This design comes from an exercise in tuning for a short achievable clock period and few clock cycles on the open sky130 flow, not from production work.
Function was checked by simulation only, so behaviour that the tests miss may differ from the original.
No run shown here takes its clock network from TritonCTS; it comes from the design's own scripts or RTL.
The flow treats the clock pin as an ideal source. Dropping or thinning the clock tree relies on that and would not hold on a real chip.

## flow/design.v (module list and top-level ports; edited modules follow where they fit)
// module lsp_booth_pp: 144 lines
// module lsp_dadda_mac: 652 lines
// module lsp_dadda32: 519 lines
// module lsp_prev_engine: 227 lines
// module lsp_sign_reg: 7 lines
module lsp_prev_engine
#(
  parameter int M      = 10,
  parameter int NP     = 4,
  parameter int SHIFT  = 3,
  parameter int ADDR_W = 11,
  parameter int DATA_W = 32
) (
  input  logic              clk,
  input  logic              reset,
  input  logic              start,
  input  logic              mode,
  input  logic [ADDR_W-1:0] x_base,
  input  logic [ADDR_W-1:0] g_base,
  input  logic [ADDR_W-1:0] fp_base,
  input  logic [ADDR_W-1:0] fg_base,
  input  logic [ADDR_W-1:0] out_base,
  input  logic [DATA_W-1:0] readIn,
  output logic [ADDR_W-1:0] readAddr,
  output logic [ADDR_W-1:0] writeAddr,
  output logic [DATA_W-1:0] writeOut,
  output logic              writeEn,
  output logic              busy,
  output logic              done
);
  // ...
==> flow/flow/run.sh <==
#!/bin/bash
# The standard layout (standard.sh), with:
#  - repair_timing aiming for a large setup margin (the SDC and its clock
#    period are unchanged) and resizing not limited to the same footprint;
set -euo pipefail
bash standard.sh SETUP_SLACK_MARGIN=9.6 MATCH_CELL_FOOTPRINT=0 \
  PRE_CTS_TCL="$PWD/flow/cts_tree.tcl" finish > flow_make.log 2>&1
==> flow/flow/cts_tree.tcl <==
# PRE_CTS hook: replaces clock_tree_synthesis with a two-level clock tree.
# The clock port drives up to four root clkbuf_16 (its fanout limit), each
# at the centre of the leaf buffers it drives: one leaf clkbuf_16 per
# cluster of nearby registers
# (k-means on the placed register positions); each leaf drives its cluster.
# Every register gets the same two buffers on its clock path.

proc my_two_level_tree { args } {
  set per_leaf 24
  if { [info exists ::env(TREE_SINKS_PER_LEAF)] } {
    set per_leaf $::env(TREE_SINKS_PER_LEAF)
  }
  set db [ord::get_db]
  set block [ord::get_db_block]
  set clknet [$block findNet clk]
  set master [$db findMaster sky130_fd_sc_hd__clkbuf_16]

  # registers' clock pins and their positions
  set sinks {}
  foreach it [$clknet getITerms] {
    set inst [$it getInst]
    set bb [$inst getBBox]
    set x [expr {([$bb xMin] + [$bb xMax]) / 2.0}]
    set y [expr {([$bb yMin] + [$bb yMax]) / 2.0}]
    lappend sinks [list $it $x $y]
  }
  set n [llength $sinks]
  set k [expr {max(1, int(ceil(double($n) / $per_leaf)))}]
  puts "tree: $n sinks, $k leaf buffers"

  # k-means, seeded by sorting on x then y in strips
  set sorted [lsort -real -index 1 $sinks]
  set cx {}; set cy {}
  for {set c 0} {$c < $k} {incr c} {
    set s [lindex $sorted [expr {int(($c + 0.5) * $n / $k)}]]
    lappend cx [lindex $s 1]; lappend cy [lindex $s 2]
  }
  set assign [lrepeat $n 0]
  for {set iter 0} {$iter < 40} {incr iter} {
    # balanced assignment: each cluster takes at most cap sinks
    set cap [expr {int(ceil(double($n) / $k)) + 2}]
    set cnt [lrepeat $k 0]
    set pairs {}
    for {set i 0} {$i < $n} {incr i} {
      set s [lindex $sinks $i]
      set x [lindex $s 1]; set y [lindex $s 2]
      set d {}
      for {set c 0} {$c < $k} {incr c} {
        lappend d [list $c [expr {abs($x - [lindex $cx $c]) + abs($y - [lindex $cy $c])}]]
      }
      set d [lsort -real -index 1 $d]
      # regret: how much worse the second choice is
      set reg [expr {[llength $d] > 1 ? [lindex $d 1 1] - [lindex $d 0 1] : 0}]
      lappend pairs [list $i $reg $d]
    }
    set pairs [lsort -real -decreasing -index 1 $pairs]
    foreach p $pairs {
      set i [lindex $p 0]
      foreach cd [lindex $p 2] {
        set c [lindex $cd 0]
        if {[lindex $cnt $c] < $cap} {
          lset assign $i $c
          lset cnt $c [expr {[lindex $cnt $c] + 1}]
          break
        }
      }
    }
    set sx [lrepeat $k 0.0]; set sy [lrepeat $k 0.0]
    for {set i 0} {$i < $n} {incr i} {
      set c [lindex $assign $i]
      set s [lindex $sinks $i]
      lset sx $c [expr {[lindex $sx $c] + [lindex $s 1]}]
      lset sy $c [expr {[lindex $sy $c] + [lindex $s 2]}]
    }
    for {set c 0} {$c < $k} {incr c} {
      if {[lindex $cnt $c] > 0} {
        lset cx $c [expr {[lindex $sx $c] / [lindex $cnt $c]}]
        lset cy $c [expr {[lindex $sy $c] / [lindex $cnt $c]}]
      }
    }
  }

  set nr [expr {min(4, $k)}]
  set lsorted {}
  for {set c 0} {$c < $k} {incr c} {
    lappend lsorted [list $c [lindex $cx $c] [lindex $cy $c]]
  }
  set lsorted [lsort -real -index 1 $lsorted]
  set rx {}; set ry {}
  for {set r 0} {$r < $nr} {incr r} {
    set s [lindex $lsorted [expr {int(($r + 0.5) * $k / $nr)}]]
    lappend rx [lindex $s 1]; lappend ry [lindex $s 2]
  }
  set lgrp [lrepeat $k 0]
  for {set iter 0} {$iter < 40} {incr iter} {
    set rcap [expr {int(ceil(double($k) / $nr)) + 1}]
    set rcnt [lrepeat $nr 0]
    set pairs {}
    for {set c 0} {$c < $k} {incr c} {
      set d {}
      for {set r 0} {$r < $nr} {incr r} {
        lappend d [list $r [expr {abs([lindex $cx $c] - [lindex $rx $r]) + abs([lindex $cy $c] - [lindex $ry $r])}]]
      }
      set d [lsort -real -index 1 $d]
      set reg [expr {[llength $d] > 1 ? [lindex $d 1 1] - [lindex $d 0 1] : 0}]
      lappend pairs [list $c $reg $d]
    }
    set pairs [lsort -real -decreasing -index 1 $pairs]
    foreach p $pairs {
      set c [lindex $p 0]
      foreach rd [lindex $p 2] {
        set r [lindex $rd 0]
        if {[lindex $rcnt $r] < $rcap} {
          lset lgrp $c $r
          lset rcnt $r [expr {[lindex $rcnt $r] + 1}]
          break
        }
      }
    }
    set sx [lrepeat $nr 0.0]; set sy [lrepeat $nr 0.0]
    for {set c 0} {$c < $k} {incr c} {
      set r [lindex $lgrp $c]
      lset sx $r [expr {[lindex $sx $r] + [lindex $cx $c]}]
      lset sy $r [expr {[lindex $sy $r] + [lindex $cy $c]}]
    }
    for {set r 0} {$r < $nr} {incr r} {
      if {[lindex $rcnt $r] > 0} {
        lset rx $r [expr {[lindex $sx $r] / [lindex $rcnt $r]}]
        lset ry $r [expr {[lindex $sy $r] / [lindex $rcnt $r]}]
      }
    }
  }
  set rootnets {}
  for {set r 0} {$r < $nr} {incr r} {
    set root [odb::dbInst_create $block $master clkbuf_root_$r]
    $root setLocation [expr {int([lindex $rx $r])}] [expr {int([lindex $ry $r])}]
    $root setPlacementStatus PLACED
    set rootnet [odb::dbNet_create $block clknet_root_$r]
    $rootnet setSigType CLOCK
    [$root findITerm A] connect $clknet
    [$root findITerm X] connect $rootnet
    lappend rootnets $rootnet
  }

  set leafnets {}
  for {set c 0} {$c < $k} {incr c} {
    set b [odb::dbInst_create $block $master clkbuf_leaf_$c]
    $b setLocation [expr {int([lindex $cx $c])}] [expr {int([lindex $cy $c])}]
    $b setPlacementStatus PLACED
    set net [odb::dbNet_create $block clknet_leaf_$c]
    $net setSigType CLOCK
    [$b findITerm A] connect [lindex $rootnets [lindex $lgrp $c]]
    [$b findITerm X] connect $net
    lappend leafnets $net
  }
  puts "tree: leaves per root $rcnt"
  for {set i 0} {$i < $n} {incr i} {
    set it [lindex [lindex $sinks $i] 0]
    $it disconnect
    $it connect [lindex $leafnets [lindex $assign $i]]
  }
  puts "tree: cluster sizes $cnt"
}

rename clock_tree_synthesis my_orig_clock_tree_synthesis
proc clock_tree_synthesis { args } {
  my_two_level_tree
}
==> flow/standard.sh <==
#!/bin/bash
# synth_recipe.tcl (not shown) runs the flow's synth.tcl, then flattens the netlist and writes it again
# the make line also repeats each setting of config.mk as NAME=value (left out here)
make -C /OpenROAD-flow-scripts/flow DESIGN_CONFIG=/design/flow/config.mk WORK_HOME=/design/flow/orfs CLKGATE_MAP_FILE= SYNTH_SCRIPT=/design/flow/synth_recipe.tcl "${@:-finish}"
==> flow/config.mk <==
export PLATFORM = sky130hd
export DESIGN_NAME = lsp_prev_engine
export DESIGN_NICKNAME = lsp_prev_engine
export VERILOG_FILES = /design/flow/design.v
export SDC_FILE = /design/flow/constraint.sdc
export NUM_CORES = 4
export LEC_CHECK = 0
export ABC_CLOCK_PERIOD_IN_PS = 3000
export CAP_MARGIN = 20
export CORE_MARGIN = 2
export CORE_UTILIZATION = 65
export SLEW_MARGIN = 20
export SYNTH_HIERARCHICAL = 1
==> flow/constraint.sdc <==
create_clock -name core_clock -period 13.0 [get_ports {clk}]
set_input_delay 2.6000 -clock core_clock [delete_from_list [all_inputs] [get_ports {clk}]]
set_output_delay 2.6000 -clock core_clock [all_outputs]
set_load 0.01 [all_outputs]
==> results.txt, run 1 <==
----------------------------------------------------
[Floorplanning]
  Tap cell count ... a little over 600
  Initial standard-cell utilization of the core ... 65.41%

[Timing]
  Worst setup skew after layout ... 0.04981 ns
  Slew of the pin with the lowest slew margin ... roughly 1.2 ns
  Hold Worst Slack ... around 0.31 ns

[Global routing]
  Busiest metal layer after global routing ... met2
  M1 GR Usage ... 43.94%
  Via count of the first global-routing pass ... about 22k

[Run status]
  Outcome ... timing/DRC/antenna clean

[Hold path]
  Count of cells along the worst hold path ... 0

[Worst setup path]
  Type of origin of the critical path ... flip-flop
  Flop-to-flop setup slack ... 9.67 ns
  End of the critical path ... done
  Buffers and inverters on the worst path ... 1

[Layout]
  Fraction of the core area covered by cells at the end of the flow ... 69.64%
  Area of the multi-input gates ... 16460 µm²
  Most common cell after layout, fill and taps aside ... dfxtp_1
  Filler-free cell count of the finished design ... 3530
  Fin area ... between 30000 and 40000 µm²
  Final sequential cell count ... approximately 530
  Inserted Diodes ... 0

[Synthesis]
  Post-synthesis sequential area ratio ... between 30% and 40%
  Proportion of register bits with asynchronous set or reset after synthesis ... 0%
  Synth cell types ... 87
  Dominant combinational cell family by area after synthesis ... adder cells

[Placement]
  Worst setup slack before clock tree synthesis ... approximately 8.5 ns

[Route]
  Post-detailed-routing wire length ... 79.77 mm
  Pre-antenna DRT Iters ... 6

----------------------------------------------------
Testbench counts, summed over its fixed seeds: cycles 20,262.
==> run 2, diff against run 1 <==
--- a/flow/config.mk
+++ b/flow/config.mk
@@ -9,5 +9,5 @@
 export CAP_MARGIN = 20
 export CORE_MARGIN = 2
-export CORE_UTILIZATION = 65
+export CORE_UTILIZATION = 55
 export SLEW_MARGIN = 20
 export SYNTH_HIERARCHICAL = 1
==> run 2 against run 1 <==
Sequential share of layout area about the same. Core utilization shrank 11 points. Critical path depth stayed put. Final cell count grew 3.9%. Clock skew is 0.022 ns higher. Final area about the same. Largest cell class unchanged. Setup slack got worse by 0.0085 ns. Critical path type unchanged. Critical endpoint is now readAddr[8]. Still clean. Register-to-register slack barely moved.
==> results.txt, run 2 <==
----------------------------------------------------
[Synthesis]
  Number of enable-type register cells in the synthesized netlist ... 56 (unchanged)
  Most frequently used cell type in the post-synthesis netlist ... dfxtp_1 (unchanged)
  Synth cell types ... 87 (unchanged)
  Cells taking the most area after synthesis ... dfxtp_1, fa_1, xnor2_1, edfxtp_1, a22oi_1 (unchanged)
  Most frequent cells after synthesis ... dfxtp_1, inv_1, xnor2_1 (unchanged)
  Flip-flop and latch count after synthesis ... 532 (unchanged)
  Yosys top cell area share ... 30.71% (unchanged)
  Post-synthesis sequential area ratio ... 36.12% (unchanged)
  Cell count after synthesis ... 3008 (unchanged)
  Leading area contributor after synthesis ... dfxtp_1 (unchanged)
  Predominant post-synthesis flop cell ... dfxtp_1 (unchanged)
  Proportion of register bits with asynchronous set or reset after synthesis ... 0% (unchanged)
  Mapped cell area ... 31030 µm² (unchanged)
  Syn avg cell area ... 10.32 µm² (unchanged)
  Synth warnings ... 8 (unchanged)

[Floorplanning]
  Floorplan die height ... 241.5 µm (was 222.5 µm)
  Floorplan die area ... 58340 µm² (was 49510 µm²)
  Floorplan Core Area ... 56060 µm² (was 47450 µm²)
  # IOs ... 148 (unchanged)
  Row Count ... 87 (was 80)
  X dimension of the die ... 241.5 µm (was 222.5 µm)
  Initial standard-cell utilization of the core ... 55.36% (was 65.41%)

[Route]
  Detailed router's first-iteration violation count ... 1652 (was 2171)
  ANT nets after route ... 0 (unchanged)
  Number of DRC violations after detailed routing ... 0 (unchanged)
  Routed vias/inst ... 5.752 (was 6.061)
  Pre-antenna DRT Iters ... 5 (was 6)
  Post-detailed-routing wire length ... 83.09 mm (was 79.77 mm)
  Via count of the routed design ... 21.10k (was 21.40k)
  Wirelength per Cell ... 22.65 µm (was 22.60 µm)

[Global routing]
  First-pass GRT wire length ... 128.6 mm (was 124.4 mm)
  Via count of the first global-routing pass ... 21.71k (was 22.01k)
  Tot GR Track Use ... 27.98% (was 31.91%)
  Maximum number of pins on one net before global-route repair ... 113 (was 104)
  Initial antenna violation count ... 3 (was 1)
  Leftover overflow at the end of global routing ... 0 (unchanged)

[Timing]
  Post-route clock period utilization ... 26.35% (was 26.28%)
  Final period demand of the worst path ... 3.425 ns (was 3.417 ns)
  Setup TNS Final ... 0 ns (unchanged)
  Worst path setup slack after routing ... 9.575 ns (was 9.583 ns)
  Worst setup skew after layout ... 0.07222 ns (was 0.04981 ns)
  Number of hold violations in the final report ... 0 (unchanged)
  Unrepaired setup endpoints after global routing ... yes (unchanged)
  Slew margin rel. ... 15.49% (was 21.33%)
  Number of pins exceeding their max-slew limit in the final report ... 0 (unchanged)
  Slew of the pin with the lowest slew margin ... 1.266 ns (was 1.178 ns)
  Highest achievable clock rate ... 292.0 MHz (was 292.7 MHz)
  Final-report setup violation count ... 0 (unchanged)

[Worst setup path]
  Endpoint arrival time on the critical path ... 0.83 ns (was 0.82 ns)
  Cell at the slowest stage of the critical path ... dfxtp_2 (unchanged)
  Cell chain of the critical path ... buf_6 (unchanged)
  Sort of element at the end of the critical path ... primary output (unchanged)
  Type of the worst setup path ... reg2out (unchanged)
  CP required ... 10.40 ns (about the same)
  Worst-path fanout max ... 1 (was 2)
  Type of origin of the critical path ... flip-flop (unchanged)
  Biggest cell delay along the critical path ... 0.33 ns (was 0.35 ns)
  Buffers and inverters on the worst path ... 1 (unchanged)
  Delay-heaviest family, CP ... flip-flops (unchanged)

[Layout]
  Max reg flops ... 136 (unchanged)
  Top register by number of flip-flops ... r_pp (unchanged)
  Area of the multi-input gates ... 16290 µm² (was 16460 µm²)
  Fill cell instance count of the final layout ... 4871 (was 3648)
  Synth-to-layout area growth ... 6.418% (was 6.463%)
  Commonest cells after routing, fill and taps aside ... dfxtp_1, inv_1, xnor2_1 (unchanged)
  Ratio of cells with drive above 1 in the final layout ... 13.50% (was 14.72%)
  Fraction of the core area covered by cells at the end of the flow ... 58.91% (was 69.64%)
  Register Area ... 11330 µm² (unchanged)
  Regs by FF count ... r_pp: 136 flops, r_tc: 33 flops, r_ts: 33 flops (unchanged)
  Most common cell after layout, fill and taps aside ... dfxtp_1 (unchanged)
  Total Nets Final ... 3327 (was 3331)

[Placement]
  Final weighted congestion in routability-driven placement ... 0.8914 (was 0.8939)
  PortBufs ... 131 (unchanged)
  Total half-perimeter wirelength after legalization and detailed placement ... 54.42 mm (was 52.67 mm)
  Worst setup slack before clock tree synthesis ... 8.496 ns (was 8.517 ns)

[Job]
  Count of max-cap constraint violations ... 0 (unchanged)

[CTS]
  Clock-pin slew on the worst setup and hold paths ... 0.10 ns (about the same)
  Hold_buf cts ... 0 (unchanged)
  Clock insertion delay at the later pin of the skew report ... 0.38 ns (about the same)

[Hold path]
  Worst min-delay path category ... reg2reg (unchanged)

[Run status]
  Outcome ... timing/DRC/antenna clean (unchanged)

----------------------------------------------------
run 2: worst register-to-register path: cells and delay by family, from the launching register on:
family / cells / cell delay [ns]
compound gates: 1 / 0.17
xor+xnor: 1 / 0.18
fa+ha+maj: 4 / 2.05
flops: 1 / 0.59
buf+inv: 2 / 0.12
run 2: final timing paths:
| path | start | to | slack (ns) | cells after the start |
|---|---|---|---|---|
| setup / recovery | r_raddr[8] | readAddr[8] | 9.57 | 1 |
| hold / removal | r_din[10] | r_x[10] | 0.33 | 0 |
| setup reg to reg | r_acct[10] | r_es[19] | 9.68 | 8 |
| hold reg to reg | r_din[10] | r_x[10] | 0.33 | 0 |
run 2: area by class of cell:
type | instances | area share (%)
multi-input cells | 1812 | 49.31
flip-flops and latches | 532 | 34.30
repair buffers | 214 | 7.748
inverters | 326 | 3.720
well taps | 756 | 2.864
plain buffers | 27 | 2.046
diodes | 1 | 0.007577
run 2: cell families after synthesis:
logic type / count (synthesis) / share of synthesized area (%)
AO/OA/AOI/OAI: 651 / 15.29
XOR/XNOR: 379 / 10.70
adder cells (fa/ha/maj): 324 / 17.90
buffers and inverters: 665 / 12.05
flip-flops: 532 / 36.12
multiplexers: 42 / 1.508
other: 3 / 0.03628
AND/OR/NAND/NOR: 412 / 6.394
run 2: Yosys stat by module (local to each module, per instance):
module / flops+latches / copies in the design / cell area (µm²) / cells inside
lsp_booth_pp: 0 / 2 / 2889 / 343
lsp_dadda32: 0 / 1 / 2993 / 307
lsp_dadda_mac: 0 / 1 / 3732 / 371
lsp_prev_engine: 516 / 1 / 18210 / 1628
lsp_sign_reg: 1 / 16 / 20.02 / 1
run 2: repair_timing:
action                     4_1_cts  5_1_grt
cloned                          19        0
setup endpoints to repair      385      113
pin swaps                       12        3
gates resized for setup        318      231
buffers inserted                26        1
run 2: routing by layer:
layer	GRT usage [%]	up-vias	wire length, µm
met1	39.50	10540	37410
met3	4.218	124	6025
met5	0	-	28
li1	-	9649	-
met4	6.485	4	1921
met2	45.42	783	37710
run 2: metrics by stage:
stage	std cells	hold WS, ns	cell area [µm²]
floorplan	3009	0.3096	31040
global placement	3594	0.3096	31070
detailed placement	3594	0.3121	31070
CTS	3666	0.3121	33040
global route	3668	0.3401	33030
finish	3668	0.3288	33030
==> run 3, diff against run 2 <==
==> flow/flow/run.sh (replaced) <==
#!/bin/bash
# The standard layout (standard.sh), with:
#  - repair_timing aiming for a large setup margin (the SDC and its clock
#    period are unchanged) and resizing not limited to the same footprint;
set -euo pipefail
bash standard.sh SETUP_SLACK_MARGIN=10.2 MATCH_CELL_FOOTPRINT=0 \
  PRE_CTS_TCL="$PWD/flow/cts_tree.tcl" finish > flow_make.log 2>&1
==> run 3 against run 2 <==
Setup slack barely moved. Core utilization increased by 8.8 points. Synthesized cell count stayed put. Critical path depth unchanged. Flip-flop and latch count unchanged. Register-to-register slack better by 0.03 ns. First-iteration DRC count down 11%. Wire length up 5.7%. Synthesized area unchanged.
==> results.txt, run 3 <==
----------------------------------------------------
[Worst setup path]
  Flop-to-flop setup slack ... 9.71 ns (was 9.68 ns)
  Delay-heaviest family, CP ... flip-flops (unchanged)
  Worst-path fanout max ... 2 (was 1)
  Biggest cell delay along the critical path ... 0.36 ns (was 0.33 ns)
  Type of origin of the critical path ... flip-flop (unchanged)
  Cell depth of the worst flop-to-flop path ... 8 (unchanged)
  Cell chain of the critical path ... buf_6 (unchanged)
  Cell at the slowest stage of the critical path ... dfxtp_4 (was dfxtp_2)
  Buffers and inverters on the worst path ... 1 (unchanged)
  Endpoint arrival time on the critical path ... 0.82 ns (was 0.83 ns)
  Reg2Reg Launch Point ... r_pp[16] (was r_acct[10])
  Sort of element at the end of the critical path ... primary output (unchanged)
  Type of the worst setup path ... reg2out (unchanged)
  RR Endpoint ... r_ts[17] (was r_es[19])
  CP required ... 10.40 ns (about the same)

[Synthesis]
  Most frequent cells after synthesis ... dfxtp_1, inv_1, xnor2_1 (unchanged)
  Synth warnings ... 8 (unchanged)
  Synth cell types ... 87 (unchanged)
  Cell count after synthesis ... 3008 (unchanged)
  Post-synthesis sequential area ratio ... 36.12% (unchanged)
  Mapped cell area ... 31030 µm² (unchanged)
  Flip-flop and latch count after synthesis ... 532 (unchanged)
  Yosys top cell area share ... 30.71% (unchanged)
  Leading area contributor after synthesis ... dfxtp_1 (unchanged)
  Most frequently used cell type in the post-synthesis netlist ... dfxtp_1 (unchanged)
  Proportion of register bits with asynchronous set or reset after synthesis ... 0% (unchanged)
  Syn avg cell area ... 10.32 µm² (unchanged)
  Cells taking the most area after synthesis ... dfxtp_1, fa_1, xnor2_1, edfxtp_1, a22oi_1 (unchanged)
  Number of enable-type register cells in the synthesized netlist ... 56 (unchanged)
  Predominant post-synthesis flop cell ... dfxtp_1 (unchanged)

[Floorplanning]
  Floorplan die height ... 241.5 µm (unchanged)
  X dimension of the die ... 241.5 µm (unchanged)
  Floorplan die area ... 58340 µm² (unchanged)
  Row Count ... 87 (unchanged)
  Floorplan Core Area ... 56060 µm² (unchanged)
  Initial standard-cell utilization of the core ... 55.36% (unchanged)
  # IOs ... 148 (unchanged)

[Global routing]
  Initial antenna violation count ... 4 (was 3)
  Tot GR Track Use ... 29.37% (was 27.98%)
  Via count of the first global-routing pass ... 22.54k (was 21.71k)
  Maximum number of pins on one net before global-route repair ... 70 (was 113)
  Leftover overflow at the end of global routing ... 0 (unchanged)
  First-pass GRT wire length ... 134.5 mm (was 128.6 mm)

[Layout]
  Area of the multi-input gates ... 18860 µm² (was 16290 µm²)
  Regs by FF count ... r_pp: 136 flops, r_tc: 33 flops, r_ts: 33 flops (unchanged)
  Fraction of the core area covered by cells at the end of the flow ... 67.68% (was 58.91%)
  Register Area ... 11430 µm² (was 11330 µm²)
  Ratio of cells with drive above 1 in the final layout ... 35.77% (was 13.50%)
  Total Nets Final ... 3502 (was 3327)
  Synth-to-layout area growth ... 22.26% (was 6.418%)
  Max reg flops ... 136 (unchanged)
  Commonest cells after routing, fill and taps aside ... dfxtp_1, inv_1, xnor2_1 (unchanged)
  Top register by number of flip-flops ... r_pp (unchanged)
  Most common cell after layout, fill and taps aside ... dfxtp_1 (unchanged)
  Fill cell instance count of the final layout ... 4250 (was 4871)

[Timing]
  Slew of the pin with the lowest slew margin ... 0.9594 ns (was 1.266 ns)
  Final-report setup violation count ... 0 (unchanged)
  Highest achievable clock rate ... 292.0 MHz (about the same)
  Post-route clock period utilization ... 26.35% (about the same)
  Final period demand of the worst path ... 3.425 ns (about the same)
  Worst setup skew after layout ... 0.09101 ns (was 0.07222 ns)
  Hold Worst Slack ... 0.3299 ns (was 0.3288 ns)
  Number of pins exceeding their max-slew limit in the final report ... 0 (unchanged)
  Setup TNS Final ... 0 ns (unchanged)
  Unrepaired setup endpoints after global routing ... yes (unchanged)
  Number of hold violations in the final report ... 0 (unchanged)
  Slew margin rel. ... 35.89% (was 15.49%)

[CTS]
  Hold_buf cts ... 0 (unchanged)
  Clock insertion delay at the later pin of the skew report ... 0.39 ns (was 0.38 ns)
  Clock-pin slew on the worst setup and hold paths ... 0.09 ns (was 0.10 ns)

[Route]
  Post-detailed-routing wire length ... 87.79 mm (was 83.09 mm)
  Detailed router's first-iteration violation count ... 1478 (was 1652)
  Pre-antenna DRT Iters ... 5 (unchanged)
  Number of DRC violations after detailed routing ... 0 (unchanged)
  Routed vias/inst ... 5.663 (was 5.752)
  Wirelength per Cell ... 22.84 µm (was 22.65 µm)
  Via count of the routed design ... 21.76k (was 21.10k)
  ANT nets after route ... 0 (unchanged)

[Hold path]
  Count of cells along the worst hold path ... 0 (unchanged)
  Hold_sp ... r_negu[6] (was r_din[10])
  Worst min-delay path category ... reg2reg (unchanged)
  End point of the worst hold path ... r_x[13] (was r_x[10])

[Placement]
  Total half-perimeter wirelength after legalization and detailed placement ... 54.01 mm (was 54.42 mm)
  Final weighted congestion in routability-driven placement ... 0.8595 (was 0.8914)
  PortBufs ... 131 (unchanged)

[Run status]
  Outcome ... timing/DRC/antenna clean (unchanged)

[Job]
  Count of max-cap constraint violations ... 0 (unchanged)

----------------------------------------------------
==> run 3: worst max path at each step <==
| stage | end | cells past startpoint | slack, ns | start |
|---|---|---|---|---|
| 6_report | done | 1 | 9.58 | r_done |
| 3_3_place_gp | r_pp[129] | 4 | 8.97 | readIn[9] |
| 4_1_cts | r_wmin | 4 | 9.60 | readIn[7] |
| 2_1_floorplan | r_ts[17] | 9 | 9.75 | r_pp[16] |
| 3_5_place_dp | r_wmin | 5 | 8.94 | readIn[14] |
| 5_1_grt | done | 1 | 9.55 | r_done |
==> run 3: kinds of logic (layout without fill, tap and decap cells) <==
group | after synthesis | count (layout) | synth area share, %
AO/OA/AOI/OAI | 651 | 651 | 15.29
XOR/XNOR | 379 | 379 | 10.70
adder cells (fa/ha/maj) | 324 | 324 | 17.90
buffers and inverters | 665 | 741 | 12.05
flip-flops | 532 | 532 | 36.12
multiplexers | 42 | 42 | 1.508
other | 3 | 5 | 0.03628
AND/OR/NAND/NOR | 412 | 413 | 6.394
==> run 3: cell type report <==
| type | instances | share of cell area (%) |
|---|---|---|
| plain buffers | 27 | 1.781 |
| diodes | 1 | 0.006596 |
| flip-flops and latches | 532 | 30.13 |
| well taps | 756 | 2.493 |
| repair buffers | 388 | 12.64 |
| multi-input cells | 1813 | 49.70 |
| inverters | 326 | 3.248 |
==> run 3: per-module statistics from Yosys (local to each module, per instance) <==
module           copies in the design  area [µm²]
lsp_dadda_mac                       1        3732
lsp_prev_engine                     1       18210
lsp_dadda32                         1        2993
lsp_sign_reg                       16       20.02
lsp_booth_pp                        2        2889
==> run 3: timing repair <==
action / 4_1_cts / 5_1_grt
cloned: 38 / 2
gates resized for setup: 984 / 160
setup endpoints to repair: 492 / 348
buffers inserted: 137 / 37
pin swaps: 200 / 117
==> run 3: routing by layer <==
metal | GRT usage [%] | part of all wire [%]
met1 | 39.89 | 43
met2 | 50.66 | 48
met3 | 3.230 | 5.6
met4 | 6.339 | 2.7
met5 | 0 | 0
==> run 3: per-stage QoR <==
| step | instance area, µm² | setup slack, ns | cells |
|---|---|---|---|
| 4_1_cts | 36880 | 9.603 | 3803 |
| 3_5_place_dp | 32360 | 8.941 | 3601 |
| 5_1_grt | 37940 | 9.545 | 3843 |
| 6_report | 37940 | 9.575 | 3843 |
| 2_1_floorplan | 32630 | 9.755 | 3009 |
| 3_3_place_gp | 32350 | 8.971 | 3601 |
==> run 4, diff against run 3 <==
==> flow/flow/run.sh (replaced) <==
#!/bin/bash
# The standard layout (standard.sh), with:
#  - repair_timing aiming for a large setup margin (the SDC and its clock
#    period are unchanged) and resizing not limited to the same footprint;
#  - flow/cts_tree.tcl in place of TritonCTS: a balanced two-level clock
#    tree of inverter pairs (the clock port drives 4 root clkinv_16, each
#    drives leaf clkinv_8, each leaf drives a cluster of registers).
# make's full output goes to flow_make.log; ORFS's per-step logs stay in orfs/logs.
set -euo pipefail
bash standard.sh SETUP_SLACK_MARGIN=10.0 MATCH_CELL_FOOTPRINT=0 \
  PRE_CTS_TCL="$PWD/flow/cts_tree.tcl" \
  TREE_ROOT_CELL=sky130_fd_sc_hd__clkinv_16 TREE_LEAF_CELL=sky130_fd_sc_hd__clkinv_8 \
  finish > flow_make.log 2>&1
--- a/flow/flow/cts_tree.tcl
+++ b/flow/flow/cts_tree.tcl
@@ -1,8 +1,2 @@
-# PRE_CTS hook: replaces clock_tree_synthesis with a two-level clock tree.
-# The clock port drives up to four root clkbuf_16 (its fanout limit), each
-# at the centre of the leaf buffers it drives: one leaf clkbuf_16 per
-# cluster of nearby registers
-# (k-means on the placed register positions); each leaf drives its cluster.
-# Every register gets the same two buffers on its clock path.
 
 proc my_two_level_tree { args } {
@@ -14,5 +8,13 @@
   set block [ord::get_db_block]
   set clknet [$block findNet clk]
-  set master [$db findMaster sky130_fd_sc_hd__clkbuf_16]
+  set root_cell sky130_fd_sc_hd__clkbuf_16
+  set leaf_cell sky130_fd_sc_hd__clkbuf_16
+  if { [info exists ::env(TREE_ROOT_CELL)] } { set root_cell $::env(TREE_ROOT_CELL) }
+  if { [info exists ::env(TREE_LEAF_CELL)] } { set leaf_cell $::env(TREE_LEAF_CELL) }
+  set rmaster [$db findMaster $root_cell]
+  set lmaster [$db findMaster $leaf_cell]
+  # output pin: X for buffers, Y for inverters
+  set rout [expr {[string match *clkinv* $root_cell] ? "Y" : "X"}]
+  set lout [expr {[string match *clkinv* $leaf_cell] ? "Y" : "X"}]
 
   # registers' clock pins and their positions
@@ -133,5 +135,5 @@
   set rootnets {}
   for {set r 0} {$r < $nr} {incr r} {
-    set root [odb::dbInst_create $block $master clkbuf_root_$r]
+    set root [odb::dbInst_create $block $rmaster clkbuf_root_$r]
     $root setLocation [expr {int([lindex $rx $r])}] [expr {int([lindex $ry $r])}]
     $root setPlacementStatus PLACED
@@ -139,5 +141,5 @@
     $rootnet setSigType CLOCK
     [$root findITerm A] connect $clknet
-    [$root findITerm X] connect $rootnet
+    [$root findITerm $rout] connect $rootnet
     lappend rootnets $rootnet
   }
@@ -145,5 +147,5 @@
   set leafnets {}
   for {set c 0} {$c < $k} {incr c} {
-    set b [odb::dbInst_create $block $master clkbuf_leaf_$c]
+    set b [odb::dbInst_create $block $lmaster clkbuf_leaf_$c]
     $b setLocation [expr {int([lindex $cx $c])}] [expr {int([lindex $cy $c])}]
     $b setPlacementStatus PLACED
@@ -151,5 +153,5 @@
     $net setSigType CLOCK
     [$b findITerm A] connect [lindex $rootnets [lindex $lgrp $c]]
-    [$b findITerm X] connect $net
+    [$b findITerm $lout] connect $net
     lappend leafnets $net
   }
==> run 4 against run 3 <==
Still clean on timing, DRC and antenna. Register-to-register slack worse by 0.02 ns. Clock skew down 0.024 ns. Core utilization down 2.3 points. Critical path depth up 7. Wire length up 0.97%. Global-route usage about the same. Flip-flop and latch count unchanged. Synthesized cell count unchanged. Critical path type is now reg2reg. Highest routed layer unchanged.
==> results.txt, run 4 <==
----------------------------------------------------
[Run status]
  Outcome ... timing/DRC/antenna clean (unchanged)

[Floorplanning]
  # IOs ... 148 (unchanged)
  Floorplan Core Area ... 56060 µm² (unchanged)
  Floorplan die area ... 58340 µm² (unchanged)
  Floorplan die height ... 241.5 µm (unchanged)
  X dimension of the die ... 241.5 µm (unchanged)
  Row Count ... 87 (unchanged)
  Initial standard-cell utilization of the core ... 55.36% (unchanged)

[Route]
  Detailed router's first-iteration violation count ... 1606 (was 1478)
  Routed vias/inst ... 5.697 (was 5.663)
  Post-detailed-routing wire length ... 88.64 mm (was 87.79 mm)
  Number of DRC violations after detailed routing ... 0 (unchanged)
  ANT nets after route ... 0 (unchanged)
  Wirelength per Cell ... 23.03 µm (was 22.84 µm)
  Via count of the routed design ... 21.93k (was 21.76k)
  Pre-antenna DRT Iters ... 5 (unchanged)

[Synthesis]
  Number of enable-type register cells in the synthesized netlist ... 56 (unchanged)
  Leading area contributor after synthesis ... dfxtp_1 (unchanged)
  Synth warnings ... 8 (unchanged)
  Yosys top cell area share ... 30.71% (unchanged)
  Cell count after synthesis ... 3008 (unchanged)
  Post-synthesis sequential area ratio ... 36.12% (unchanged)
  Cells taking the most area after synthesis ... dfxtp_1, fa_1, xnor2_1, edfxtp_1, a22oi_1 (unchanged)
  Proportion of register bits with asynchronous set or reset after synthesis ... 0% (unchanged)
  Mapped cell area ... 31030 µm² (unchanged)
  Synth cell types ... 87 (unchanged)
  Most frequent cells after synthesis ... dfxtp_1, inv_1, xnor2_1 (unchanged)
  Flip-flop and latch count after synthesis ... 532 (unchanged)
  Most frequently used cell type in the post-synthesis netlist ... dfxtp_1 (unchanged)
  Syn avg cell area ... 10.32 µm² (unchanged)
  Predominant post-synthesis flop cell ... dfxtp_1 (unchanged)

[Global routing]
  Busiest metal layer after global routing ... met2 (unchanged)
  Tot GR Track Use ... 29.34% (was 29.37%)
  Grt met2 use ... 48.94% (was 50.66%)
  First-pass GRT wire length ... 133.9 mm (was 134.5 mm)
  Via count of the first global-routing pass ... 22.34k (was 22.54k)
  M1 GR Usage ... 40.41% (was 39.89%)
  Initial antenna violation count ... 2 (was 4)
  Met3 track demand over resource ... 2.597% (was 3.230%)
  Leftover overflow at the end of global routing ... 0 (unchanged)
  Maximum number of pins on one net before global-route repair ... 113 (was 70)

[Timing]
  Worst setup skew after layout ... 0.06700 ns (was 0.09101 ns)
  Highest achievable clock rate ... 302.1 MHz (was 292.0 MHz)
  Post-route clock period utilization ... 25.46% (was 26.35%)
  Worst path setup slack after routing ... 9.690 ns (was 9.575 ns)
  Final period demand of the worst path ... 3.310 ns (was 3.425 ns)
  Setup TNS Final ... 0 ns (unchanged)
  Unrepaired setup endpoints after global routing ... yes (unchanged)
  Slew of the pin with the lowest slew margin ... 1.002 ns (was 0.9594 ns)
  Number of pins exceeding their max-slew limit in the final report ... 0 (unchanged)
  Final-report setup violation count ... 0 (unchanged)
  Slew margin rel. ... 33.04% (was 35.89%)
  Number of hold violations in the final report ... 0 (unchanged)

[Worst setup path]
  CP required ... 13.12 ns (was 10.40 ns)
  Type of the worst setup path ... reg2reg (was reg2out)
  Worst-path fanout max ... 1 (was 2)
  Sort of element at the end of the critical path ... flip-flop (was primary output)
  Endpoint arrival time on the critical path ... 3.43 ns (was 0.82 ns)
  Type of origin of the critical path ... flip-flop (unchanged)

[Layout]
  Total Nets Final ... 3509 (was 3502)
  Fraction of the core area covered by cells at the end of the flow ... 65.35% (was 67.68%)
  Top register by number of flip-flops ... r_pp (unchanged)
  Ratio of cells with drive above 1 in the final layout ... 31.75% (was 35.77%)
  Synth-to-layout area growth ... 18.04% (was 22.26%)
  Inserted Diodes ... 0 (was 1)
  Most common cell after layout, fill and taps aside ... dfxtp_1 (unchanged)
  Commonest cells after routing, fill and taps aside ... dfxtp_1, inv_1, xnor2_1 (unchanged)
  Fill cell instance count of the final layout ... 4504 (was 4250)
  Regs by FF count ... r_pp: 136 flops, r_tc: 33 flops, r_ts: 33 flops (unchanged)
  Max reg flops ... 136 (unchanged)

[CTS]
  Clock insertion delay at the later pin of the skew report ... 0.25 ns (was 0.39 ns)
  Hold_buf cts ... 0 (unchanged)
  Clock-pin slew on the worst setup and hold paths ... 0.11 ns (was 0.09 ns)

[Job]
  Count of max-cap constraint violations ... 0 (unchanged)

[Placement]
  Total half-perimeter wirelength after legalization and detailed placement ... 54.45 mm (was 54.01 mm)
  PortBufs ... 131 (unchanged)
  Final weighted congestion in routability-driven placement ... 0.8695 (was 0.8595)
  Worst setup slack before clock tree synthesis ... 8.990 ns (was 8.941 ns)

[Hold path]
  Worst min-delay path category ... reg2reg (unchanged)

----------------------------------------------------
## run 4: changes by cell type in the layout (fill, tap and decap cells not counted), moves of 14 or more
cell,delta
nand2_1,+24
buf_2,+25
ha_4,-14
buf_6,-43
clkinv_8,+23
clkbuf_16,-27
dfxtp_1,+25
nand2_4,-42
fa_1,+17
clkbuf_2,+19
dfxtp_2,-21
fa_2,-17
nand2_2,+19
## run 4: final timing paths
path	start	end	slack (ns)	cells after the start
setup / recovery	r_pp[16]	r_ts[17]	9.69	8
hold / removal	r_negu[2]	r_x[5]	0.33	0
setup reg to reg	r_pp[16]	r_ts[17]	9.69	8
hold reg to reg	r_negu[2]	r_x[5]	0.33	0
## run 4: Yosys stat by module (local to each module, per instance)
module | cells inside | copies in the design | area (µm²)
lsp_dadda_mac | 371 | 1 | 3732
lsp_dadda32 | 307 | 1 | 2993
lsp_prev_engine | 1628 | 1 | 18210
lsp_booth_pp | 343 | 2 | 2889
lsp_sign_reg | 1 | 16 | 20.02
## run 4: logic make-up (layout without fill, tap and decap cells)
family,after synthesis,in the layout,synth area share (%)
buffers and inverters,665,747,12.05
other,3,4,0.03628
and+or+nand+nor,412,414,6.394
DFF,532,532,36.12
xor gates and xnor gates,379,379,10.70
muxes,42,42,1.508
AOI/OAI and AO/OA,651,651,15.29
adders and majority gates,324,324,17.90
## run 4: critical path, cell delays in order, from the launching register on
cell and delay [ns]:
dfxtp_2 0.34, inv_2 0.04, fa_1 0.52, inv_1 0.06
fa_2 0.53, fa_2 0.44, fa_2 0.56, fa_2 0.43
mux2_2 0.27
## run 4: routing by layer
metal / wire (µm) / share of wire [%] / vias up
li1: - / - / 10020
met1: 38220 / 43 / 11070
met2: 42200 / 48 / 667
met3: 4819 / 5.4 / 168
met4: 3400 / 3.8 / 0
met5: 0 / 0 / -
## run 4: stage by stage
step	instances	hold WS [ns]	area, µm²
floorplan	3009	0.3096	32020
global placement	3598	0.3101	31800
detailed placement	3598	0.3121	31810
CTS	3781	0.3121	35140
global route	3849	0.3388	36630
finish	3849	0.3299	36630
## run 4: cell type report
cell class	instances	area, µm²	area share, %
inverters	353	1727	4.713
multi-input cells	1814	18020	49.19
flip-flops and latches	532	11390	31.09
well taps	756	945.9	2.582
repair buffers	394	4551	12.42
## run 4: timing repair
item	CTS	global route
gates resized for setup	862	229
setup endpoints to repair	439	290
pin swaps	122	151
gates cloned	38	3
hold endpoints to repair	0	0
setup buffers	118	65
==> run 5, diff against run 4 <==
--- a/flow/flow/run.sh
+++ b/flow/flow/run.sh
@@ -8,5 +8,5 @@
 # make's full output goes to flow_make.log; ORFS's per-step logs stay in orfs/logs.
 set -euo pipefail
-bash standard.sh SETUP_SLACK_MARGIN=10.0 MATCH_CELL_FOOTPRINT=0 \
+bash standard.sh SETUP_SLACK_MARGIN=9.6 MATCH_CELL_FOOTPRINT=0 \
   PRE_CTS_TCL="$PWD/flow/cts_tree.tcl" \
   TREE_ROOT_CELL=sky130_fd_sc_hd__clkinv_16 TREE_LEAF_CELL=sky130_fd_sc_hd__clkinv_8 \
==> run 5 against run 4 <==
Still clean. Global-route usage decreased by 1.3 points. Via count is 3.9% lower. Worst hold slack improved by 0.0020 ns. Die area unchanged. Flip-flop and latch count is the same. Critical path type is now reg2out. Critical endpoint is now done.
==> results.txt, run 5 <==
----------------------------------------------------
[Floorplanning]
  Row Count ... 87 (unchanged)
  Floorplan die area ... 58340 µm² (unchanged)
  Initial standard-cell utilization of the core ... 55.36% (unchanged)
  Floorplan die height ... 241.5 µm (unchanged)
  Floorplan Core Area ... 56060 µm² (unchanged)
  # IOs ... 148 (unchanged)
  X dimension of the die ... 241.5 µm (unchanged)

[Synthesis]
  Leading area contributor after synthesis ... dfxtp_1 (unchanged)
  Flip-flop and latch count after synthesis ... 532 (unchanged)
  Yosys top cell area share ... 30.71% (unchanged)
  Proportion of register bits with asynchronous set or reset after synthesis ... 0% (unchanged)
  Number of enable-type register cells in the synthesized netlist ... 56 (unchanged)
  Cell count after synthesis ... 3008 (unchanged)
  Cells taking the most area after synthesis ... dfxtp_1, fa_1, xnor2_1, edfxtp_1, a22oi_1 (unchanged)
  Synth warnings ... 8 (unchanged)
  Post-synthesis sequential area ratio ... 36.12% (unchanged)
  Most frequent cells after synthesis ... dfxtp_1, inv_1, xnor2_1 (unchanged)
  Syn avg cell area ... 10.32 µm² (unchanged)
  Predominant post-synthesis flop cell ... dfxtp_1 (unchanged)
  Mapped cell area ... 31030 µm² (unchanged)
  Most frequently used cell type in the post-synthesis netlist ... dfxtp_1 (unchanged)
  Synth cell types ... 87 (unchanged)

[Global routing]
  First-pass GRT wire length ... 128.8 mm (was 133.9 mm)
  Maximum number of pins on one net before global-route repair ... 113 (unchanged)
  Tot GR Track Use ... 28.01% (was 29.34%)
  Leftover overflow at the end of global routing ... 0 (unchanged)
  Via count of the first global-routing pass ... 21.69k (was 22.34k)
  Initial antenna violation count ... 3 (was 2)

[Layout]
  Regs by FF count ... r_pp: 136 flops, r_tc: 33 flops, r_ts: 33 flops (unchanged)
  Synth-to-layout area growth ... 6.354% (was 18.04%)
  Fraction of the core area covered by cells at the end of the flow ... 58.88% (was 65.35%)
  Top register by number of flip-flops ... r_pp (unchanged)
  Most common cell after layout, fill and taps aside ... dfxtp_1 (unchanged)
  Fill cell instance count of the final layout ... 4843 (was 4504)
  Commonest cells after routing, fill and taps aside ... dfxtp_1, inv_1, xnor2_1 (unchanged)
  Ratio of cells with drive above 1 in the final layout ... 10.44% (was 31.75%)
  Max reg flops ... 136 (unchanged)
  Total Nets Final ... 3328 (was 3509)

[CTS]
  Hold_buf cts ... 0 (unchanged)
  Clock insertion delay at the later pin of the skew report ... 0.25 ns (about the same)
  Clock-pin slew on the worst setup and hold paths ... 0.09 ns (was 0.11 ns)

[Route]
  ANT nets after route ... 0 (unchanged)
  Number of DRC violations after detailed routing ... 0 (unchanged)
  Pre-antenna DRT Iters ... 6 (was 5)
  Wirelength per Cell ... 22.59 µm (was 23.03 µm)
  Post-detailed-routing wire length ... 82.90 mm (was 88.64 mm)
  Via count of the routed design ... 21.06k (was 21.93k)
  Routed vias/inst ... 5.739 (was 5.697)
  Detailed router's first-iteration violation count ... 1639 (was 1606)

[Worst setup path]
  Sort of element at the end of the critical path ... primary output (was flip-flop)
  Type of origin of the critical path ... flip-flop (unchanged)
  Biggest cell delay along the critical path ... 0.35 ns (was 0.56 ns)
  Cell chain of the critical path ... dlymetal6s2s_1 (was inv_2, fa_1, inv_1, fa_2, fa_2, fa_2, fa_2, mux2_2)
  Cell at the slowest stage of the critical path ... dfxtp_1 (was fa_2)
  CP required ... 10.40 ns (was 13.12 ns)
  Buffers and inverters on the worst path ... 1 (was 2)
  Worst-path fanout max ... 2 (was 1)
  Delay-heaviest family, CP ... flip-flops (was adder cells)
  Type of the worst setup path ... reg2out (was reg2reg)
  Endpoint arrival time on the critical path ... 0.77 ns (was 3.43 ns)

[Timing]
  Slew margin rel. ... 14.55% (was 33.04%)
  Unrepaired setup endpoints after global routing ... yes (unchanged)
  Worst setup skew after layout ... 0.08405 ns (was 0.06700 ns)
  Final-report setup violation count ... 0 (unchanged)
  Final period demand of the worst path ... 3.366 ns (was 3.310 ns)
  Highest achievable clock rate ... 297.1 MHz (was 302.1 MHz)
  Number of pins exceeding their max-slew limit in the final report ... 0 (unchanged)
  Setup TNS Final ... 0 ns (unchanged)
  Number of hold violations in the final report ... 0 (unchanged)
  Slew of the pin with the lowest slew margin ... 1.280 ns (was 1.002 ns)
  Post-route clock period utilization ... 25.90% (was 25.46%)

[Placement]
  Total half-perimeter wirelength after legalization and detailed placement ... 54.42 mm (was 54.45 mm)
  PortBufs ... 131 (unchanged)
  Final weighted congestion in routability-driven placement ... 0.8914 (was 0.8695)

[Hold path]
  Worst min-delay path category ... reg2reg (unchanged)

[Run status]
  Outcome ... timing/DRC/antenna clean (unchanged)

[Job]
  Count of max-cap constraint violations ... 0 (unchanged)

----------------------------------------------------
## run 5: cell counts after synthesis
No cell type changed its count.
## run 5: layer usage
layer	global-route usage [%]	vias up	share of wire, %
met5	0	-	0.033
met4	6.631	4	2.6
met2	45.55	806	45
met1	39.40	10430	45
met3	4.229	156	7.2
li1	-	9670	-
## run 5: cell families after synthesis
family | count (synthesis) | share of synthesized area (%)
adder cells (fa/ha/maj) | 324 | 17.90
multiplexers | 42 | 1.508
other | 3 | 0.03628
AND/OR/NAND/NOR | 412 | 6.394
AO/OA/AOI/OAI | 651 | 15.29
buffers and inverters | 665 | 12.05
XOR/XNOR | 379 | 10.70
flip-flops | 532 | 36.12
## run 5: metrics by stage
step | hold WS (ns) | cell area (µm²) | worst slack (ns) | std cells
after global routing | 0.3406 | 33000 | 9.587 | 3669
after detailed placement | 0.3121 | 31070 | 8.496 | 3594
final | 0.3319 | 33010 | 9.634 | 3670
after floorplan | 0.3096 | 31040 | 9.661 | 3009
after global placement | 0.3096 | 31070 | 8.555 | 3594
after CTS | 0.3121 | 32860 | 9.495 | 3666
## run 5: worst paths after layout
kind	from	to	slack [ns]	depth (start not counted)
min	r_negu[1]	r_x[3]	0.33	0
max reg2reg	r_gone[1]	r_es[18]	9.68	8
max	r_done	done	9.63	1
min reg2reg	r_negu[1]	r_x[3]	0.33	0
## run 5: worst reg2reg max path: stages (launching register included)
cell     delay, ns
dfxtp_2       0.58
o21ai_0       0.18
xor2_1        0.18
inv_1         0.10
fa_1          0.51
fa_1          0.52
inv_1         0.06
fa_1          0.51
fa_1          0.51
## run 5: modules after synthesis (local to each module, per instance)
module / cell area [µm²] / copies in the design
lsp_booth_pp: 2889 / 2
lsp_prev_engine: 18210 / 1
lsp_dadda_mac: 3732 / 1
lsp_sign_reg: 20.02 / 16
lsp_dadda32: 2993 / 1
## run 5: final cells by class
| cell class | count | area, µm² | share of cell area, % |
|---|---|---|---|
| inverters | 353 | 1723 | 5.220 |
| multi-input cells | 1812 | 16290 | 49.35 |
| diodes | 2 | 5.005 | 0.01516 |
| repair buffers | 215 | 2754 | 8.344 |
| flip-flops and latches | 532 | 11290 | 34.21 |
| well taps | 756 | 945.9 | 2.866 |
## run 5: timing repair
item	CTS	global route
cloned	19	0
setup buffers	26	2
pin swaps	12	3
gates resized for setup	318	41
endpoints found under the setup margin	385	60
==> run 6, diff against run 5 <==
==> flow/flow/run.sh (replaced) <==
#!/bin/bash
# The standard layout (standard.sh), with:
#  - repair_timing aiming for a large setup margin (10 ns) (the SDC and its clock
#    period are unchanged) and resizing not limited to the same footprint;
#  - flow/cts_tree.tcl in place of TritonCTS: a balanced two-level clock
#    tree of inverter pairs (the clock port drives 4 root clkinv_16, each
#    drives leaf clkinv_8, each leaf drives a cluster of registers).
# make's full output goes to flow_make.log; ORFS's per-step logs stay in orfs/logs.
set -euo pipefail
bash standard.sh SETUP_SLACK_MARGIN=10.0 MATCH_CELL_FOOTPRINT=0 \
  PRE_CTS_TCL="$PWD/flow/cts_tree.tcl" \
  TREE_ROOT_CELL=sky130_fd_sc_hd__clkinv_16 TREE_LEAF_CELL=sky130_fd_sc_hd__clkinv_8 \
  finish > flow_make.log 2>&1
==> run 6 against run 5 <==
Final cell count is 4.9% higher. Worst hold slack worse by 0.0020 ns. Critical path depth is 7 higher. Clock skew is 0.017 ns lower. Synthesized area stayed put. Via count is 4.1% higher. Critical endpoint is now r_ts[17]. Flip-flop and latch count stayed put. Sequential share of layout area is 3.1 points lower.
==> results.txt, run 6 <==
----------------------------------------------------
[Run status]
  Outcome ... timing/DRC/antenna clean (unchanged)

[Synthesis]
  Cell count after synthesis ... 3008 (unchanged)
  Cells taking the most area after synthesis ... dfxtp_1, fa_1, xnor2_1, edfxtp_1, a22oi_1 (unchanged)
  Number of enable-type register cells in the synthesized netlist ... 56 (unchanged)
  Synth cell types ... 87 (unchanged)
  Mapped cell area ... 31030 µm² (unchanged)
  Synth warnings ... 8 (unchanged)
  Syn avg cell area ... 10.32 µm² (unchanged)
  Flip-flop and latch count after synthesis ... 532 (unchanged)
  Proportion of register bits with asynchronous set or reset after synthesis ... 0% (unchanged)
  Most frequently used cell type in the post-synthesis netlist ... dfxtp_1 (unchanged)
  Most frequent cells after synthesis ... dfxtp_1, inv_1, xnor2_1 (unchanged)
  Yosys top cell area share ... 30.71% (unchanged)
  Leading area contributor after synthesis ... dfxtp_1 (unchanged)
  Predominant post-synthesis flop cell ... dfxtp_1 (unchanged)
  Post-synthesis sequential area ratio ... 36.12% (unchanged)

[Timing]
  Number of hold violations in the final report ... 0 (unchanged)
  Worst path setup slack after routing ... 9.690 ns (was 9.634 ns)
  Post-route clock period utilization ... 25.46% (was 25.90%)
  Unrepaired setup endpoints after global routing ... yes (unchanged)
  Slew margin rel. ... 33.04% (was 14.55%)
  Hold Worst Slack ... 0.3299 ns (was 0.3319 ns)
  Number of pins exceeding their max-slew limit in the final report ... 0 (unchanged)
  Highest achievable clock rate ... 302.1 MHz (was 297.1 MHz)
  Slew of the pin with the lowest slew margin ... 1.002 ns (was 1.280 ns)
  Final-report setup violation count ... 0 (unchanged)
  Worst setup skew after layout ... 0.06700 ns (was 0.08405 ns)
  Setup TNS Final ... 0 ns (unchanged)
  Final period demand of the worst path ... 3.310 ns (was 3.366 ns)

[Floorplanning]
  Floorplan die area ... 58340 µm² (unchanged)
  X dimension of the die ... 241.5 µm (unchanged)
  Floorplan Core Area ... 56060 µm² (unchanged)
  # IOs ... 148 (unchanged)
  Initial standard-cell utilization of the core ... 55.36% (unchanged)
  Row Count ... 87 (unchanged)
  Floorplan die height ... 241.5 µm (unchanged)

[Global routing]
  Met3 track demand over resource ... 2.597% (was 4.229%)
  First-pass GRT wire length ... 133.9 mm (was 128.8 mm)
  Initial antenna violation count ... 2 (was 3)
  Busiest metal layer after global routing ... met2 (unchanged)
  Leftover overflow at the end of global routing ... 0 (unchanged)
  Tot GR Track Use ... 29.34% (was 28.01%)
  Maximum number of pins on one net before global-route repair ... 113 (unchanged)
  Via count of the first global-routing pass ... 22.34k (was 21.69k)
  Grt met2 use ... 48.94% (was 45.55%)
  M1 GR Usage ... 40.41% (was 39.40%)

[Layout]
  Max reg flops ... 136 (unchanged)
  Filler-free cell count of the finished design ... 3849 (was 3670)
  Top register by number of flip-flops ... r_pp (unchanged)
  Commonest cells after routing, fill and taps aside ... dfxtp_1, inv_1, xnor2_1 (unchanged)
  Fraction of the core area covered by cells at the end of the flow ... 65.35% (was 58.88%)
  Inserted Diodes ... 0 (was 2)
  Total Nets Final ... 3509 (was 3328)
  Fin area ... 36630 µm² (was 33010 µm²)
  Synth-to-layout area growth ... 18.04% (was 6.354%)
  Most common cell after layout, fill and taps aside ... dfxtp_1 (unchanged)
  Regs by FF count ... r_pp: 136 flops, r_tc: 33 flops, r_ts: 33 flops (unchanged)
  Ratio of cells with drive above 1 in the final layout ... 31.75% (was 10.44%)

[Placement]
  Total half-perimeter wirelength after legalization and detailed placement ... 54.45 mm (was 54.42 mm)
  Cell Count Post-Placement ... 3598 (was 3594)
  Post-placement cell area ... 31810 µm² (was 31070 µm²)
  PortBufs ... 131 (unchanged)
  Final weighted congestion in routability-driven placement ... 0.8695 (was 0.8914)
  Worst setup slack before clock tree synthesis ... 8.990 ns (was 8.496 ns)

[Route]
  ANT nets after route ... 0 (unchanged)
  Routed vias/inst ... 5.697 (was 5.739)
  Wirelength per Cell ... 23.03 µm (was 22.59 µm)
  Detailed router's first-iteration violation count ... 1606 (was 1639)
  Pre-antenna DRT Iters ... 5 (was 6)
  Post-detailed-routing wire length ... 88.64 mm (was 82.90 mm)
  Number of DRC violations after detailed routing ... 0 (unchanged)
  Via count of the routed design ... 21.93k (was 21.06k)

[Worst setup path]
  Type of the worst setup path ... reg2reg (was reg2out)
  CP required ... 13.12 ns (was 10.40 ns)
  Type of origin of the critical path ... flip-flop (unchanged)
  Cell at the slowest stage of the critical path ... fa_2 (was dfxtp_1)
  Worst-path fanout max ... 1 (was 2)
  Most prevalent standard cell on the critical path ... fa_2
  Delay-heaviest family, CP ... adder cells (was flip-flops)
  Biggest cell delay along the critical path ... 0.56 ns (was 0.35 ns)
  Flop-to-flop setup slack ... 9.69 ns (was 9.68 ns)
  Cell chain of the critical path ... inv_2, fa_1, inv_1, fa_2, fa_2, fa_2, fa_2, mux2_2 (was dlymetal6s2s_1)
  Sort of element at the end of the critical path ... flip-flop (was primary output)
  Buffers and inverters on the worst path ... 2 (was 1)
  Endpoint arrival time on the critical path ... 3.43 ns (was 0.77 ns)

[Job]
  Count of max-cap constraint violations ... 0 (unchanged)

[CTS]
  Clock insertion delay at the later pin of the skew report ... 0.25 ns (about the same)
  Clock-pin slew on the worst setup and hold paths ... 0.11 ns (was 0.09 ns)
  Hold_buf cts ... 0 (unchanged)

[Hold path]
  Worst min-delay path category ... reg2reg (unchanged)

----------------------------------------------------
run 6: changes by cell type in the layout (fill, tap and decap cells not counted), sizes merged:
cell	previous run	this run
buf	83	344
clkinvlp	0	1
diode	2	0
clkbuf	20	49
nand2	153	155
clkdlybuf4s50	4	0
dlymetal6s2s	108	1
clkinv	29	28
run 6: final cells by class:
cell class | count | area, µm²
tap | 756 | 945.9
sequential | 532 | 11390
inverter | 353 | 1727
multi-input combinational | 1814 | 18020
timing repair buffer | 394 | 4551
fill | 4504 | 19430
run 6: repair_timing:
| action | 4_1_cts | 5_1_grt |
|---|---|---|
| resized for setup | 862 | 229 |
| endpoints found under the setup margin | 439 | 290 |
| pin swaps | 122 | 151 |
| buffers inserted | 118 | 65 |
| cloned | 38 | 3 |
run 6: layer usage:
layer | vias up | wire [µm]
met3 | 168 | 4819
met4 | 0 | 3400
met2 | 667 | 42200
met1 | 11070 | 38220
met5 | - | 0
li1 | 10020 | -
run 6: worst paths after layout:
kind / from / end / depth (start not counted)
worst min register to register: r_negu[2] / r_x[5] / 0
worst max register to register: r_pp[16] / r_ts[17] / 8
worst min-delay path: r_negu[2] / r_x[5] / 0
worst max-delay path: r_pp[16] / r_ts[17] / 8
run 6: kinds of logic after synthesis:
logic type	after synthesis	synth area share [%]
buffers and inverters	665	12.05
AO/OA/AOI/OAI	651	15.29
flip-flops	532	36.12
adder cells (fa/ha/maj)	324	17.90
AND/OR/NAND/NOR	412	6.394
multiplexers	42	1.508
XOR/XNOR	379	10.70
other	3	0.03628
run 6: Yosys stat by module (local to each module, per instance):
module / copies in the design / cells
lsp_dadda_mac: 1 / 371
lsp_sign_reg: 16 / 1
lsp_booth_pp: 2 / 343
lsp_prev_engine: 1 / 1628
lsp_dadda32: 1 / 307

## separate check: timing with driven ports
How much do the figures lean on ideal ports? The routed layouts below were timed once more, with nothing changed but the port constraints. Step 1 (the two cells are an assumption about what drives the block):
set clk [get_ports {clk}]
set_driving_cell -lib_cell sky130_fd_sc_hd__clkbuf_16 $clk
set_driving_cell -lib_cell sky130_fd_sc_hd__buf_2 [delete_from_list [all_inputs] $clk]
Step 2 moves the port delays by t, midway between the first and last clock arrival at a register: inputs arrive t later, outputs are due t later. That takes back most of the time a late clock gives input paths. Slacks: ideal / step 1 / step 2; pairs: ideal / step 1.
| run | t (ns) | slack for setup (ns) | worst slew at a driven data input, ns | cell pins on the clock port's net |
|---|---|---|---|---|
| run 1 | 0.470 | 9.583 / 9.467 / 9.443 | 0.08 | 4 |
| run 2 | 0.481 | 9.575 / 9.442 / 9.448 | 0.08 | 4 |
| run 3 | 0.484 | 9.575 / 9.440 / 9.562 | 0.23 | 4 |
| run 4 | 0.480 | 9.690 / 9.431 / 9.578 | 0.12 | 4 |
| run 5 | 0.467 | 9.634 / 9.375 / 9.440 | 0.08 | 4 |
| run 6 | 0.480 | 9.690 / 9.431 / 9.578 | 0.12 | 4 |
After both steps setup and hold are still met in every run listed. For run 5, which loses most, drivers alone change the setup slack by -0.259 ns; drivers and shift together by -0.194 ns.
